This design comes from an exercise in tuning for small area and a short achievable clock period on the open sky130 flow, not from production work. Function was checked by simulation only, so behaviour that the tests miss may differ from the original. Power figures rest on the tool's default switching activity, not on a simulated workload.

==> job 9865 <==
## lambda_layer_top
module lambda_layer_top #(
    parameter logic [15:0] RESET_SEED = 16'hACE1
) (
    input  wire                               clk,
    input  wire                               reset,
    input  wire [lambda_pkg::AXIL_ADDR_W-1:0] s_axil_awaddr,
    input  wire                               s_axil_awvalid,
    output logic                              s_axil_awready,
    input  wire [31:0]                        s_axil_wdata,
    input  wire [3:0]                         s_axil_wstrb,
    input  wire                               s_axil_wvalid,
    output logic                              s_axil_wready,
    output logic [1:0]                        s_axil_bresp,
    output logic                              s_axil_bvalid,
    input  wire                               s_axil_bready,
    input  wire [lambda_pkg::AXIL_ADDR_W-1:0] s_axil_araddr,
    input  wire                               s_axil_arvalid,
    output logic                              s_axil_arready,
    output logic [31:0]                       s_axil_rdata,
    output logic [1:0]                        s_axil_rresp,
  ...
Settings: LEC_CHECK=0, ABC_AREA=1, ABC_CLOCK_PERIOD_IN_PS=3600, CAP_MARGIN=20, CORE_MARGIN=2, CORE_UTILIZATION=75, CTS_BUF_LIST=sky130_fd_sc_hd__clkbuf_8, CTS_CLUSTER_DIAMETER=74, CTS_CLUSTER_SIZE=15, PLACE_DENSITY=0.82, SETUP_SLACK_MARGIN=4.42, SLEW_MARGIN=20; clock period 8.0 ns.
standard.sh (not shown) runs the stock make flow with config.mk's settings and CLKGATE_MAP_FILE= SYNTH_SCRIPT=/design/flow/synth_recipe.tcl, a recipe that flattens the netlist after the stock synthesis.
==> flow/flow/run.sh <==
#!/bin/bash
# The standard layout, with each port buffered by the smallest buffer
# cell (sky130_fd_sc_hd__buf_1) instead of the one buffer_ports picks.
# Everything else, synthesis included, is standard.sh unchanged.
set -euo pipefail
export BUFFER_PORTS_ARGS="-buffer_cell sky130_fd_sc_hd__buf_1"
bash standard.sh synth > synth.log 2>&1
bash standard.sh > layout.log 2>&1
==> job 7073 (differences from job 9865) <==
==> flow/config.mk (replaced) <==
export PLATFORM = sky130hd
export DESIGN_NAME = lambda_layer_top
export DESIGN_NICKNAME = lambda_layer_top
export VERILOG_FILES = /design/flow/design.v
export SDC_FILE = /design/flow/constraint.sdc
export NUM_CORES = 4
export LEC_CHECK = 0
export ABC_AREA = 0
export ABC_CLOCK_PERIOD_IN_PS = 3600
export CAP_MARGIN = 20
export CORE_MARGIN = 2
export CORE_UTILIZATION = 75
export CTS_BUF_LIST = sky130_fd_sc_hd__clkbuf_8
export CTS_CLUSTER_DIAMETER = 74
export CTS_CLUSTER_SIZE = 15
export PLACE_DENSITY = 0.82
export SETUP_SLACK_MARGIN = 4.42
export SLEW_MARGIN = 20
==> job 371 (differences from job 9865) <==
--- a/flow/design.v
+++ b/flow/design.v
@@ -212,36 +212,32 @@
 endmodule
 `default_nettype wire
 `timescale 1ns/1ps
 `default_nettype none
 module sqrt_step #(
     parameter int K = 0
 ) (
     input  wire [13:0]  r_in,     
-    input  wire [11:0]  qn_in,    
+    input  wire [11:0]  q_in,     
     input  wire [1:0]   pair,     
     output logic [13:0] r_out,    
-    output logic [11:0] qn_out    
+    output logic [11:0] q_out     
 );
     localparam int W = K + 3;
     logic [W-1:0] t;
-    logic [W:0]   ntrial;         
-    logic [W:0]   d;              
-    logic         lt;
-    assign t      = {r_in[K:0], pair};
-    if (K == 0) begin : g_first
-        assign ntrial = 4'b1110;
-    end else begin : g_rest
-        assign ntrial = {2'b11, qn_in[K-1:0], 2'b10};
-    end
-    assign d      = {1'b0, t} + ntrial + (W+1)'(1);
-    assign lt     = d[W];
-    assign r_out  = 14'(lt ? t[K+1:0] : d[K+1:0]);
-    assign qn_out = 12'({qn_in, lt});
+    logic [W-1:0] trial;
+    logic [W:0]   d;
+    logic         ge;
+    assign t     = {r_in[K:0], pair};
+    assign trial = W'({q_in, 2'b01});
+    assign d     = {1'b0, t} - {1'b0, trial};
+    assign ge    = ~d[W];
+    assign r_out = 14'(ge ? d[K+1:0] : t[K+1:0]);
+    assign q_out = 12'({q_in, ge});
 endmodule
 `default_nettype wire
 `timescale 1ns/1ps
 `default_nettype none
 module reparam_core (
     input  wire        clk,
     input  wire        reset,
     input  wire        in_valid,
@@ -286,36 +282,36 @@
     assign sp1 = {p1[14:11], sp_lo};
     logic [23:0] rad1;
     assign rad1 = {1'b0, sp1, 8'd0};
     logic [13:0] r_c1 [0:4];
     logic [11:0] q_c1 [0:4];
     assign r_c1[0] = '0;
     assign q_c1[0] = '0;
     for (genvar k = 0; k < 4; k++) begin : g_c1
-        sqrt_step #(.K(k)) i_st (.r_in(r_c1[k]), .qn_in(q_c1[k]), .pair(rad1[23-2*k -: 2]),
-                                 .r_out(r_c1[k+1]), .qn_out(q_c1[k+1]));
+        sqrt_step #(.K(k)) i_st (.r_in(r_c1[k]), .q_in(q_c1[k]), .pair(rad1[23-2*k -: 2]),
+                                 .r_out(r_c1[k+1]), .q_out(q_c1[k+1]));
     end
     logic [4:0]  r2;
     logic [3:0]  q2;
     logic [7:0]  sp2;
     logic [15:0] m2;
     always_ff @(posedge clk) begin
         r2  <= r_c1[4][4:0];
         q2  <= q_c1[4][3:0];
         sp2 <= sp1[7:0];
         m2  <= m1;
     end
     logic [13:0] r_c2 [4:6];
     logic [11:0] q_c2 [4:6];
     assign r_c2[4] = 14'(r2);
     assign q_c2[4] = 12'(q2);
     for (genvar k = 4; k < 6; k++) begin : g_c2
-        sqrt_step #(.K(k)) i_st (.r_in(r_c2[k]), .qn_in(q_c2[k]), .pair(sp2[15-2*k -: 2]),
-                                 .r_out(r_c2[k+1]), .qn_out(q_c2[k+1]));
+        sqrt_step #(.K(k)) i_st (.r_in(r_c2[k]), .q_in(q_c2[k]), .pair(sp2[15-2*k -: 2]),
+                                 .r_out(r_c2[k+1]), .q_out(q_c2[k+1]));
     end
     logic [6:0]         r3;
     logic [5:0]         q3;
     logic [3:0]         sp3;
     logic [15:0]        m3;
     logic signed [10:0] e3;
     always_ff @(posedge clk) begin
         r3  <= r_c2[6][6:0];
@@ -324,62 +320,62 @@
         m3  <= m2;
         e3  <= noise_en ? eps_raw[15:EPS_SHIFT] : 11'd0;
     end
     logic [13:0] r_c3 [6:8];
     logic [11:0] q_c3 [6:8];
     assign r_c3[6] = 14'(r3);
     assign q_c3[6] = 12'(q3);
     for (genvar k = 6; k < 8; k++) begin : g_c3
-        sqrt_step #(.K(k)) i_st (.r_in(r_c3[k]), .qn_in(q_c3[k]), .pair(sp3[15-2*k -: 2]),
-                                 .r_out(r_c3[k+1]), .qn_out(q_c3[k+1]));
+        sqrt_step #(.K(k)) i_st (.r_in(r_c3[k]), .q_in(q_c3[k]), .pair(sp3[15-2*k -: 2]),
+                                 .r_out(r_c3[k+1]), .q_out(q_c3[k+1]));
     end
     logic [8:0]         r4;
     logic [7:0]         q4;
     logic [15:0]        m4;
     logic signed [10:0] e4;
     always_ff @(posedge clk) begin
         r4 <= r_c3[8][8:0];
         q4 <= q_c3[8][7:0];
         m4 <= m3;
         e4 <= e3;
     end
     logic [13:0] r_c4 [8:10];
     logic [11:0] q_c4 [8:10];
     assign r_c4[8] = 14'(r4);
     assign q_c4[8] = 12'(q4);
     for (genvar k = 8; k < 10; k++) begin : g_c4
-        sqrt_step #(.K(k)) i_st (.r_in(r_c4[k]), .qn_in(q_c4[k]), .pair(2'b00),
-                                 .r_out(r_c4[k+1]), .qn_out(q_c4[k+1]));
+        sqrt_step #(.K(k)) i_st (.r_in(r_c4[k]), .q_in(q_c4[k]), .pair(2'b00),
+                                 .r_out(r_c4[k+1]), .q_out(q_c4[k+1]));
     end
     logic [10:0]        r5;
     logic [9:0]         q5;
     logic [15:0]        m5;
     logic signed [10:0] e5;
     always_ff @(posedge clk) begin
         r5 <= r_c4[10][10:0];
         q5 <= q_c4[10][9:0];
         m5 <= m4;
         e5 <= e4;
     end
     logic [13:0] r_c5 [10:12];
     logic [11:0] q_c5 [10:12];
     assign r_c5[10] = 14'(r5);
     assign q_c5[10] = 12'(q5);
     for (genvar k = 10; k < 12; k++) begin : g_c5
-        sqrt_step #(.K(k)) i_st (.r_in(r_c5[k]), .qn_in(q_c5[k]), .pair(2'b00),
-                                 .r_out(r_c5[k+1]), .qn_out(q_c5[k+1]));
+        sqrt_step #(.K(k)) i_st (.r_in(r_c5[k]), .q_in(q_c5[k]), .pair(2'b00),
+                                 .r_out(r_c5[k+1]), .q_out(q_c5[k+1]));
     end
     logic [24:0] ca5, cb5;
-    mac_hi i_mac_hi (.q(~q5), .e(e5), .m(m5), .ca(ca5), .cb(cb5));
+    mac_hi i_mac_hi (.q(q5), .e(e5), .m(m5), .ca(ca5), .cb(cb5));
     logic [1:0]         s6;
     logic [24:0]        ca6, cb6;
     logic signed [10:0] e6;
     always_ff @(posedge clk) begin
-        s6  <= ~q_c5[12][1:0];
+        s6  <= q_c5[12][1:0];
         ca6 <= ca5;
         cb6 <= cb5;
         e6  <= e5;
     end
     logic [24:0] acc6;
     logic [16:0] sum;
     mac_lo i_mac_lo (.ca(ca6), .cb(cb6), .s(s6), .e(e6), .t(acc6));
     assign sum = acc6[24:8];
==> flow/config.mk (replaced) <==
export PLATFORM = sky130hd
export DESIGN_NAME = lambda_layer_top
export DESIGN_NICKNAME = lambda_layer_top
export VERILOG_FILES = /design/flow/design.v
export SDC_FILE = /design/flow/constraint.sdc
export NUM_CORES = 4
export LEC_CHECK = 0
export ABC_AREA = 1
export ABC_CLOCK_PERIOD_IN_PS = 3600
export CAP_MARGIN = 20
export CORE_MARGIN = 2
export CORE_UTILIZATION = 65
export CTS_BUF_LIST = sky130_fd_sc_hd__clkbuf_8
export CTS_CLUSTER_DIAMETER = 74
export CTS_CLUSTER_SIZE = 15
export PLACE_DENSITY = 0.75
export SETUP_SLACK_MARGIN = 4.5
export SLEW_MARGIN = 20
==> run notes <==
|  | job 9865 | job 371 | job 7073 |
|---|---|---|---|
| Outcome | complete, no violations | complete, no violations | complete, no violations |
| Clock buffer cells | 31 | 32 | 32 |
| Internal power contribution | 3873 uW | 4107 uW | 4569 uW |
| Detailed router's first-iteration violation count | 1,256 | 1,005 | 1,306 |
| Sequential share of cell area | 0.3753 | 0.3654 | 0.3561 |
| Data buffer area share | 0.02873 | 0.03774 | 0.05828 |
| Total combinational power | 3280 uW | 3650 uW | 3900 uW |
| Cell area after technology mapping | 0.02028 sq mm | 0.02043 sq mm | 0.02027 sq mm |
| Area growth from synthesis to final layout | 7.359% | 9.542% | 13.56% |
| Cell total after placement | 2,816 | 2,887 | 2,469 |
| Detail Route met2 WL | 22,380 um | 20,460 um | 23,700 um |
| Synthesized instance count | 2,405 | 2,420 | 2,092 |
| Hold Path Sink | i_core.m5[6]$_DFF_P_ | i_core.e5[2]$_DFF_P_ | i_core.e5[6]$_DFF_P_ |
| Fraction of power consumed by sequential logic | 0.370 | 0.344 | 0.328 |
| Minimum clock period after layout | 3.607 ns | 3.573 ns | 4.106 ns |
| Proportion of layout cells with a drive suffix above 1 | 0.06632 | 0.09214 | 0.1482 |
| PostCTS Resize Cnt | 28 | 33 | 100 |
| Adder-cell area share of the yosys netlist | 0.1722 | 0.1706 | 0.1813 |
| Setup crit end kind | flip-flop | output port | flip-flop |
| Crit-path slowest cell | sky130_fd_sc_hd__fa_1 | sky130_fd_sc_hd__buf_2 | sky130_fd_sc_hd__dfxtp_4 |
| Via/cell ratio | 5.691 | 5.409 | 6.046 |
| Largest net degree at the start of global routing | 43 | 44 | 76 |
| Top achievable clock speed | 0.2772 GHz | 0.2799 GHz | 0.2435 GHz |

-- re-timing with driven ports --
No port has a modelled driver above. Below, the same layouts with a new extraction and two added sets of constraints. Step 1 (the two cells are an assumption about what drives the block):
set clk [get_ports {clk}]
set_driving_cell -lib_cell sky130_fd_sc_hd__clkbuf_16 $clk
set_driving_cell -lib_cell sky130_fd_sc_hd__buf_2 [delete_from_list [all_inputs] $clk]
Step 2 adds t to the input delays and takes it off the output delays; t is the mean of the earliest and latest rising clock arrival at the registers after step 1. Input paths then give back, and output paths get back, about the clock's delay inside the block. a / b / c = ideal ports / drivers / drivers and shift; a / b = the first two.
run | shift t [ns] | setup slack, ns | worst data-port slew with drivers (ns)
job 9865 | 0.630 | 4.393 / 4.369 / 4.042 | 0.08
job 7073 | 0.645 | 3.894 / 3.894 / 3.827 | 0.06
job 371 | 0.653 | 4.427 / 4.393 / 4.127 | 0.07
After both steps every run listed still meets setup and hold. For job 9865, which loses most, drivers alone change the setup slack by -0.024 ns; drivers and shift together by -0.351 ns.
